Source: an optimization exercise on an open RTL-to-GDS flow (aim: a short achievable clock period). Production flows keep margins and buffers that such runs may drop. The RTL was checked by simulation tests, not by an equivalence proof against the original design. No activity file was given, so power comes from the tool's default toggle rates.

[flow/run.sh]
#!/bin/bash
# synth_recipe.tcl (not shown) runs the flow's synth.tcl, then flattens the netlist and writes it again
# the make line also repeats each setting of config.mk as NAME=value (left out here)
make -C /OpenROAD-flow-scripts/flow DESIGN_CONFIG=/design/flow/config.mk WORK_HOME=/design/flow/orfs CLKGATE_MAP_FILE= SYNTH_SCRIPT=/design/flow/synth_recipe.tcl finish
[flow/design.v]
package bp_pkg;
   typedef enum logic [1:0] {
      STRONG_NT = 2'b00,
      WEAK_NT   = 2'b01,
      WEAK_T    = 2'b10,
      STRONG_T  = 2'b11
   } counter_t;
   localparam logic [31:0] STAT_MAX = 32'hFFFF_FFFF;
   function automatic counter_t sat_next(counter_t c, logic taken);
      counter_t n;
      n = c;
      case (c)
         bp_pkg::STRONG_NT: n = taken ? bp_pkg::WEAK_NT  : bp_pkg::STRONG_NT;
         bp_pkg::WEAK_NT:   n = taken ? bp_pkg::WEAK_T   : bp_pkg::STRONG_NT;
         bp_pkg::WEAK_T:    n = taken ? bp_pkg::STRONG_T : bp_pkg::WEAK_NT;
         bp_pkg::STRONG_T:  n = taken ? bp_pkg::STRONG_T : bp_pkg::WEAK_T;
         default:   n = bp_pkg::STRONG_NT;
      endcase
      sat_next = n;
   endfunction
endpackage
module bp_counter_table
#(
   parameter  int ENTRIES = 16,
   localparam int IDX_W   = $clog2(ENTRIES)
) (
   input  logic             CLK,
   input  logic             nRST,
   input  logic [IDX_W-1:0] rd_idx,
   output bp_pkg::counter_t rd_ctr,
   input  logic             wr_en,
   input  logic [IDX_W-1:0] wr_idx,
   input  logic             wr_taken,
   input  logic             wr_alloc
);
   bp_pkg::counter_t ctr [ENTRIES];
   assign rd_ctr = ctr[rd_idx];
   always_ff @(posedge CLK or negedge nRST) begin
      if (!nRST) begin
         for (int i = 0; i < ENTRIES; i++) ctr[i] <= bp_pkg::STRONG_NT;
      end else if (wr_en) begin
         if (wr_alloc) ctr[wr_idx] <= wr_taken ? bp_pkg::WEAK_T : bp_pkg::WEAK_NT;
         else          ctr[wr_idx] <= bp_pkg::sat_next(ctr[wr_idx], wr_taken);
      end
   end
endmodule
module br_predictor_btb
#(
   parameter  int ENTRIES = 16,
   parameter  int HIST_W  = 4,
   localparam int IDX_W   = $clog2(ENTRIES)
) (
   input  logic              CLK,
   input  logic              nRST,
   input  logic [31:0]       lookup_pc,
   output logic              hit,
   output logic              predict,
   output logic [31:0]       pred_target,
   output logic [HIST_W-1:0] pred_hist,
   input  logic              pc_en,
   input  logic              upd_valid,
   input  logic [31:0]       upd_pc,
   input  logic              upd_taken,
   input  logic [31:0]       upd_target,
   input  logic              upd_pred,
   input  logic [HIST_W-1:0] upd_hist,
   output logic [31:0]       br_count,
   output logic [31:0]       mispred_count
);
   localparam int TAG_W = 32 - IDX_W - 2;
   logic             valid   [ENTRIES];
   logic [TAG_W-1:0] tags    [ENTRIES];
   logic [31:0]      targets [ENTRIES];
   logic [IDX_W-1:0] l_idx, u_idx, ctr_rd_idx, ctr_wr_idx;
   logic [TAG_W-1:0] l_tag, u_tag;
   logic             upd, upd_hit, ctr_alloc;
   bp_pkg::counter_t         ctr_rd;
   assign l_idx = lookup_pc[IDX_W+1:2];
   assign l_tag = lookup_pc[31:IDX_W+2];
   assign u_idx = upd_pc[IDX_W+1:2];
   assign u_tag = upd_pc[31:IDX_W+2];
   assign upd     = upd_valid & pc_en;
   assign upd_hit = valid[u_idx] && (tags[u_idx] == u_tag);
   assign hit         = valid[l_idx] && (tags[l_idx] == l_tag);
   assign predict     = hit && ((ctr_rd == bp_pkg::WEAK_T) || (ctr_rd == bp_pkg::STRONG_T));
   assign pred_target = hit ? targets[l_idx] : 32'h0;
   logic unused_bits;
   assign ctr_rd_idx  = l_idx;
   assign ctr_wr_idx  = u_idx;
   assign ctr_alloc   = ~upd_hit;
   assign pred_hist   = '0;
   assign unused_bits = ^{lookup_pc[1:0], upd_pc[1:0], upd_hist};
   bp_counter_table #(.ENTRIES(ENTRIES)) u_ctr (
      .CLK      (CLK),
      .nRST     (nRST),
      .rd_idx   (ctr_rd_idx),
      .rd_ctr   (ctr_rd),
      .wr_en    (upd),
      .wr_idx   (ctr_wr_idx),
      .wr_taken (upd_taken),
      .wr_alloc (ctr_alloc)
   );
   always_ff @(posedge CLK or negedge nRST) begin
      if (!nRST) begin
         for (int i = 0; i < ENTRIES; i++) begin
            valid[i]   <= 1'b0;
            tags[i]    <= '0;
            targets[i] <= '0;
         end
      end else if (upd) begin
         if (upd_hit) begin
            if (upd_taken) targets[u_idx] <= upd_target;
         end else begin
            valid[u_idx]   <= 1'b1;
            tags[u_idx]    <= u_tag;
            targets[u_idx] <= upd_target;
         end
      end
   end
   always_ff @(posedge CLK or negedge nRST) begin
      if (!nRST) begin
         br_count      <= '0;
         mispred_count <= '0;
      end else if (upd) begin
         if (br_count != bp_pkg::STAT_MAX) br_count <= br_count + 32'd1;
         if ((upd_pred != upd_taken) && (mispred_count != bp_pkg::STAT_MAX))
            mispred_count <= mispred_count + 32'd1;
      end
   end
endmodule
[flow/config.mk]
export PLATFORM = sky130hd
export DESIGN_NAME = br_predictor_btb
export DESIGN_NICKNAME = br_predictor_btb
export VERILOG_FILES = /design/flow/design.v
export SDC_FILE = /design/flow/constraint.sdc
export NUM_CORES = 4
export LEC_CHECK = 0
export CAP_MARGIN = 20
export CORE_MARGIN = 2
export CORE_UTILIZATION = 40
export SETUP_SLACK_MARGIN = 2.0
export SLEW_MARGIN = 20
[flow/constraint.sdc]
create_clock -name core_clock -period 7.0 [get_ports {CLK}]
set_input_delay 1.4000 -clock core_clock [delete_from_list [all_inputs] [get_ports {CLK}]]
set_output_delay 1.4000 -clock core_clock [all_outputs]
set_load 0.01 [all_outputs]
==> results.yml <==
status:
  status: "no timing/DRC/antenna violations"
sta:
  period_share_pct: 91.2
  setup_viol: 0
  max-slew-margin-rel_pct: 11.3
  fin_setup_tns_ns: 0
  fin_crit_ns: 6.39
  worst_clock_skew_ns: 0.0352
  slew_viol_final: 0
  finalWorstSetupSlack_ns: 0.613
  fmax_mhz: 157
  tightest_slew_ns: 1.31
  hold_viol_final: 0
  rsz0062_at_grt: "true"
pwr:
  power_switching_mw: 4.90
  swShare_pct: 28.7
  seq_power_share_pct: 47.1
  p_per_area_nw_per_um2: 272
  clkPwrFrac_pct: 36.1
  power_leakage_nw: 27.8
  comb_power_share_pct: 16.9
  vdd.ir_drop.worst_v: 0.000212
  intPower_mw: 12.2
placed_design:
  io_buffers: 195
  place_hpwl_mm: 134
  dp.cells: 5974
  dpl_cell_area_um2: 57500
  pre_cts_ws_ns: -0.748
  gp_congestion: 1.03
global_routing:
  antenna_found_initial: 8
  grt_remaining_overflow: 0
  grt_pass1_vias: 39600
  grtUsageTotal_pct: 30.7
  grt_pass1_wl_mm: 292
  grt_max_degree: 168
detailed_routing:
  drt-vias-per-instance: 6.45
  vias: 40300
  drc: 0
  drt_iter0_drc: 5388
  dr.pass1.iters: 7
  ant_nets: 0
  wl_per_cell_um: 32.6
  routed_wirelength_mm: 204
floorplan:
  start_util_pct: 40.2
  rows: 131
  pin_count: 208
  die_w_um: 362
  die_area_um2: 131000
  die_h_um: 362
  core-area_um2: 127000
cts:
  h-tree-depth: 3
  clock_sinks: 1040
  ctsHoldBuffers: 0
  path_clk_slew_ns: 0.06
  numCtsBuffers: 111
  insertion_delay_ns: 0.73
  cts_tree: "yes"
  cts_max_path_buffers: 3
  cts-root-buf: "clkbuf_16"
synthesis:
  synth.yosys.seq_area_share_pct: 50.9
  synth_seq_cells: 1040
  yosys_warnings: 6
  yosysTopAreaCellShare_pct: 50.9
  synth_flop_cell: "dfrtp_1"
  synth_edf_count: 0
  netlist_top_cells_area: "dfrtp_1, mux2_2, mux2_1"
  synth_async_sr_flop_share_pct: 100
  synthCells: 4136
  synth.distinct_cells: 89
  yosys.area.top_type: "dfrtp_1"
  avgSynthCellArea_um2: 12.4
  syn_area_um2: 51100
worst_setup_path:
  required_ns: 5.60
  cp-end-kind: "output pin"
  crit_chain: "buf_12 -> buf_4 -> nor4b_4 -> buf_6 -> a22oi_1 -> o211ai_1 -> nor2_1 -> o31ai_1 -> buf_4 -> o221ai_4 -> a2111oi_4 -> buf_4 -> nand3_2 -> or3_4 -> buf_12 -> buf_12 -> buf_6 -> nor2_4 -> buf_6"
  cp_max_fo: 13
  slowest_delay_ns: 0.58
  crit_type: "in2out"
  cp_slowest_cell: "a2111oi_4"
  startpoint_type: "primary input"
  arrival_ns: 4.99
cells_and_area:
  syn2layout_area_growth_pct: 22.9
  final_area_um2: 62900
  layout_common_cells: "dfrtp_1, mux2_2, buf_4"
  final_common_cell: "dfrtp_1"
  post_route_cells_drive_above_1_share_pct: 36.2
  fillerInstances: 11300
  nets: 4598
  fin_util_pct: 49.4
  instances_no_fill: 6247
hold_path:
  hold_class: "reg2reg"
job:
  drv_cap: 0
-- worst max-delay path: cells and delay by family --
family	cells	cell delay, ns
buffers and inverters	9	1.46
AO/OA/AOI/OAI	5	1.00
AND/OR/NAND/NOR	5	1.08
-- power by group through the flow --
| stage | sequential (mW) | clock, mW | combinational [mW] |
|---|---|---|---|
| after global placement | 8.03 | 0 | 2.68 |
| final | 8.04 | 6.16 | 2.88 |
| after detailed placement | 8.07 | 0 | 2.74 |
| after CTS | 7.98 | 6.24 | 2.81 |
| after floorplan | 7.77 | 0 | 1.77 |
| after global routing | 8.14 | 6.48 | 3.07 |
-- cell families after synthesis --
group | count (synthesis) | synth area share, %
mux | 1069 | 23.4
flops | 1040 | 50.9
compound gates | 908 | 13.6
simple gates | 608 | 6.40
buf+inv | 411 | 3.93
xor+xnor | 97 | 1.66
fa+ha+maj | 2 | 0.0489
other cells | 1 | 0.00734
-- synth_stat cells (9+ instances only) --
library cell and instances:
a211oi_1 11, a21oi_1 112, a221oi_1 114, a222oi_1 14
a22o_1 106, a22oi_1 215, a31oi_1 21, a32o_1 16
a32oi_1 39, and2_1 13, and3_1 27, and4_1 12
buf_1 43, buf_2 50, buf_4 72, buf_6 18
clkbuf_1 199, dfrtp_1 1040, inv_1 27, mux2_1 154
mux2_2 840, mux2i_1 73, nand2_1 91, nand2_2 16
nand2b_1 38, nand3_1 122, nand4_1 19, nor2_1 127
nor2b_1 28, nor3_1 26, nor3b_1 13, nor4_1 12
o211ai_1 15, o21ai_0 53, o21ai_4 14, o221ai_1 13
o22ai_1 63, o2bb2ai_1 11, o32ai_1 17, or3_1 9
xnor2_1 54, xor2_1 43
-- sequential cells by signal (all words and copies together), names as in the netlist --
register and flops:
valid 16, targets 512, br_count 32, u_ctr.ctr 32, mispred_count 32, tags 416
-- timing repair --
action,in CTS,in global routing
pin swaps,27,23
setup endpoints to repair,994,844
gates resized for setup,250,75
gates cloned,6,1
setup buffers,43,15
-- final timing paths --
kind	slack (ns)	to	start	cells after the start
hold / removal	0.49	br_count[25]	br_count[25]	1
hold reg to reg	0.49	br_count[25]	br_count[25]	1
setup reg to reg	2.86	targets[12][4]	tags[14][3]	12
max in group asynchronous	4.74	mispred_count[7]	nRST	2
min in group asynchronous	0.76	tags[10][4]	nRST	1
setup / recovery	0.61	pred_target[11]	lookup_pc[3]	19
-- layout make-up --
| cell class | instances | area (um2) | area share (%) |
|---|---|---|---|
| sequential | 1040 | 26000 | 41.4 |
| tap | 1662 | 2080 | 3.31 |
| antenna | 5 | 12.5 | 0.0199 |
| multi-input combinational | 2688 | 24000 | 38.1 |
| clock buffer | 164 | 3290 | 5.23 |
| clock inverter | 39 | 519 | 0.826 |
| inverter | 29 | 113 | 0.179 |
| timing repair buffer | 620 | 6860 | 10.9 |
-- per-layer routing --
layer	up-vias	global-route usage, %	share of wire (%)
met2	2427	44.2	42
met3	629	7.54	10
li1	16400	-	-
met1	20900	42.9	42
met4	6	15.1	5.5
met5	-	0	0.021
-- stage by stage --
| step | hold WS [ns] | total power [mW] |
|---|---|---|
| floorplan | 0.448 | 9.54 |
| global placement | 0.473 | 10.7 |
| detailed placement | 0.481 | 10.8 |
| CTS | 0.494 | 17.0 |
| global route | 0.497 | 17.7 |
| finish | 0.491 | 17.1 |

what the ideal ports hide:
In the flow no input, the clock included, has a driving cell. The finished layout below was timed again as built, in two steps. Step 1: set_driving_cell puts a clkbuf_16 on CLK and a buf_2 on each other input, an assumption about the parent block. Step 2 times the ports against the registers' clock, not the clock port: input delays grow and output delays shrink by t, the midpoint of the rising clock arrivals with the driver on. Slacks: ideal / step 1 / step 2; pairs: ideal / step 1.
t (ns): 0.790
slack for setup (ns): 0.613 / 0.422 / 0.422
hold WS [ns]: 0.491 / 0.491 / 0.491
worst setup path after step 2: input to output
After both steps setup and hold are still met in this run. The setup slack of this run moves by -0.191 ns with the drivers and by -0.191 ns with both steps.
